Background: an optimization exercise with open tools, aiming at small area, a short achievable clock period and few clock cycles per item. Do not read the settings as production practice. Where RTL was checked, it was by simulation tests only, not by an equivalence proof against the original.

indigo:
==> flow/design.v (excerpt) <==
module affine_warp_source_address
(
    input  logic        clk,
    input  logic        rst_n,
    input  logic        in_valid,
    output logic        in_ready,
    input  logic [10:0] out_x,
    input  logic [10:0] out_y,
    output logic        out_valid,
    input  logic        out_ready,
    output logic        hit,
    output logic [11:0] src_x,
    output logic [11:0] src_y,
    output logic [23:0] src_index,
    input  logic        cfg_wr_en,
    input  logic [2:0]  cfg_index,
    input  logic [31:0] cfg_data
);
clock: 7.2 ns
lec_check: 0
cap_margin: 20
core_margin: 2
core_utilization: 40
setup_slack_margin: 2.8
slew_margin: 20
synth_hierarchical: 1
run.sh (not shown) runs the stock make flow with config.mk's settings and CLKGATE_MAP_FILE= SYNTH_SCRIPT=/design/flow/synth_recipe.tcl, a recipe that flattens the netlist after the stock synthesis.
What onyx does differently from indigo at the input level:
diff --git a/flow/config.mk b/flow/config.mk
--- a/flow/config.mk
+++ b/flow/config.mk
@@ -10,3 +10,3 @@
 export CORE_UTILIZATION = 40
-export SETUP_SLACK_MARGIN = 2.8
+export SETUP_SLACK_MARGIN = 2.5
 export SLEW_MARGIN = 20
==> comparison <==
Per the comparison of onyx with indigo, worst hold slack moved down; clock tree buffer depth held.
onyx has non-clock buffer share of cell area below what indigo had.
No run of this note included a check of the RTL's function; only the layout flow was run.

* * *

## run K
affine_warp_source_address, a different RTL version from the one above (not shown whole).
Size in the first run: about 4600 cells after synthesis, about 430 flip-flops, about 110 I/O pins, ~51000 um^2 of cells after synthesis.
Design affine_warp_source_address, start of the top module:
module affine_warp_source_address
(
    input  logic        clk,
    input  logic        rst_n,
    input  logic        in_valid,
    output logic        in_ready,
    input  logic [10:0] out_x,
    input  logic [10:0] out_y,
    output logic        out_valid,
    input  logic        out_ready,
    output logic        hit,
    output logic [11:0] src_x,
    output logic [11:0] src_y,
    output logic [23:0] src_index,
    input  logic        cfg_wr_en,
    input  logic [2:0]  cfg_index,
    input  logic [31:0] cfg_data
);
export LEC_CHECK = 0
export CAP_MARGIN = 20
export CORE_MARGIN = 2
export CORE_UTILIZATION = 40
export SETUP_SLACK_MARGIN = 2.7
export SLEW_MARGIN = 20
export SYNTH_HIERARCHICAL = 1
create_clock -name core_clock -period 7.2 [get_ports {clk}]
Testbench counts of run K, summed over its fixed seeds: cycles 24,264, items 24,000.
#### Input delta (run H over run K)
--- a/flow/config.mk
+++ b/flow/config.mk
@@ -10,3 +10,3 @@
 export CORE_UTILIZATION = 40
-export SETUP_SLACK_MARGIN = 2.7
+export SETUP_SLACK_MARGIN = 2.5
 export SLEW_MARGIN = 20
[summary]
Summary of the comparison: achievable clock frequency is higher in run H, relative to run K. Taking run K as the reference, in run H post-synthesis to final-layout area growth saw a decrease; share of the cycle needed by the critical path after routing saw a decrease.

* * *

affine_warp_source_address, a different RTL version from the one above (not shown whole).
For scale: ~8,400 cells after synthesis, roughly 380 flip-flops, ~110 I/O pins, ~57,000 um^2 of cells after synthesis.
export LEC_CHECK = 0
export ABC_AREA = 1
export CAP_MARGIN = 20
export CORE_MARGIN = 2
export CORE_UTILIZATION = 40
export SETUP_SLACK_MARGIN = 2
export SLEW_MARGIN = 20
export SYNTH_HIERARCHICAL = 1
create_clock -name core_clock -period 7.2 [get_ports {clk}]
Rerun with:
--- a/flow/config.mk
+++ b/flow/config.mk
@@ -6,9 +6,8 @@
 export NUM_CORES = 4
 export LEC_CHECK = 0
-export ABC_AREA = 1
 export CAP_MARGIN = 20
 export CORE_MARGIN = 2
 export CORE_UTILIZATION = 40
-export SETUP_SLACK_MARGIN = 2
+export SETUP_SLACK_MARGIN = 3
 export SLEW_MARGIN = 20
 export SYNTH_HIERARCHICAL = 1
=>
- The changed run finished with timing, DRC and antenna clean
- via count shrinks by 27%
- utilization grows by 4.7 points
- synthesized area shrinks by 8.3%
- wire length shrinks by 4.2%
- global-route usage grows by 1.7 points
Rerun with:
--- a/flow/config.mk
+++ b/flow/config.mk
@@ -6,8 +6,10 @@
 export NUM_CORES = 4
 export LEC_CHECK = 0
+export ABC_AREA = 1
 export CAP_MARGIN = 20
 export CORE_MARGIN = 2
 export CORE_UTILIZATION = 40
-export SETUP_SLACK_MARGIN = 3
+export CTS_BUF_LIST = sky130_fd_sc_hd__clkbuf_4 sky130_fd_sc_hd__clkbuf_8
+export SETUP_SLACK_MARGIN = 2
 export SLEW_MARGIN = 20
 export SYNTH_HIERARCHICAL = 1
Effect: The changed run finished clean; utilization is lower by 4.7 points; synthesized cell count goes up by well over a third; critical path depth drops by 4.
Rerun with:
--- a/flow/config.mk
+++ b/flow/config.mk
@@ -6,9 +6,7 @@
 export NUM_CORES = 4
 export LEC_CHECK = 0
-export ABC_AREA = 1
 export CAP_MARGIN = 20
 export CORE_MARGIN = 2
-export CORE_UTILIZATION = 40
-export CTS_BUF_LIST = sky130_fd_sc_hd__clkbuf_4 sky130_fd_sc_hd__clkbuf_8
+export CORE_UTILIZATION = 60
 export SETUP_SLACK_MARGIN = 2
 export SLEW_MARGIN = 20
After rerunning: Via count drops by about 30%; setup slack gets worse by 0.064 ns; utilization rose by 24 points; area after synthesis falls by 8.3%; cell area goes down by about 7%; wire length drops by about 20%; global-route usage grows by 9.2 points; non-clock buffer count increases by 81.
Rerun with:
--- a/flow/config.mk
+++ b/flow/config.mk
@@ -8,6 +8,5 @@
 export CAP_MARGIN = 20
 export CORE_MARGIN = 2
-export CORE_UTILIZATION = 60
-export SETUP_SLACK_MARGIN = 2
+export CORE_UTILIZATION = 40
 export SLEW_MARGIN = 20
 export SYNTH_HIERARCHICAL = 1
Outcome:
- The changed run passed the timing, DRC and antenna checks
- routed wire length fell by 2.6%
- design area fell by 1.4%
Rerun with:
--- a/flow/config.mk
+++ b/flow/config.mk
@@ -9,4 +9,5 @@
 export CORE_MARGIN = 2
 export CORE_UTILIZATION = 40
+export SETUP_SLACK_MARGIN = 2
 export SLEW_MARGIN = 20
 export SYNTH_HIERARCHICAL = 1
Worst setup slack gains 0.64 ns.
Count of clock-buffer cells in the layout is lower by 8.
Global-route usage is higher by 0.68 points.
No functional check of the RTL was part of any run of this note.

-- re-timing with driven ports --
No port has a modelled driver above. Below, the same layouts with a new extraction and two added sets of constraints.
Step 1: set_driving_cell puts a clkbuf_16 on clk and a buf_2 on each other input, an assumption about the parent block.
Step 2, shift: input delay + t, output delay - t, t = (earliest + latest rising clock arrival at the registers) / 2. This alone moves slack from input paths to output paths.
a / b / c = ideal ports / drivers / drivers and shift; a / b = the first two.
| run | shift t [ns] | slack for setup (ns) | slew at the worst register clock pin (ns) | pins driven straight from the clock port |
|---|---|---|---|---|
| indigo | 0.739 | 2.535 / 2.535 / 2.535 | 0.07 / 0.07 | 1 |
| onyx | 0.728 | 2.482 / 2.482 / 2.339 | 0.07 / 0.07 | 1 |
| run K | 0.743 | 2.553 / 2.553 / 2.211 | 0.07 / 0.07 | 1 |
| run H | 0.736 | 2.575 / 2.529 / 2.169 | 0.07 / 0.07 | 1 |
| the first run of note 3 | 0.720 | 2.130 / 2.130 / 2.130 | 0.07 / 0.07 | 1 |
| the second run of note 3 | 0.730 | 2.297 / 2.297 / 2.297 | 0.07 / 0.07 | 1 |
| the third run of note 3 | 0.874 | 2.115 / 2.115 / 2.115 | 0.08 / 0.08 | 1 |
| the fourth run of note 3 | 0.715 | 2.050 / 2.046 / 2.050 | 0.08 / 0.08 | 1 |
| the fifth run of note 3 | 0.714 | 1.449 / 1.374 / 1.578 | 0.07 / 0.07 | 1 |
| the sixth run of note 3 | 0.720 | 2.088 / 2.088 / 2.088 | 0.07 / 0.07 | 1 |
After both steps setup and hold are still met in every run listed. The setup slack of run H, which loses most, moves by -0.046 ns with the drivers and by -0.406 ns with both steps.
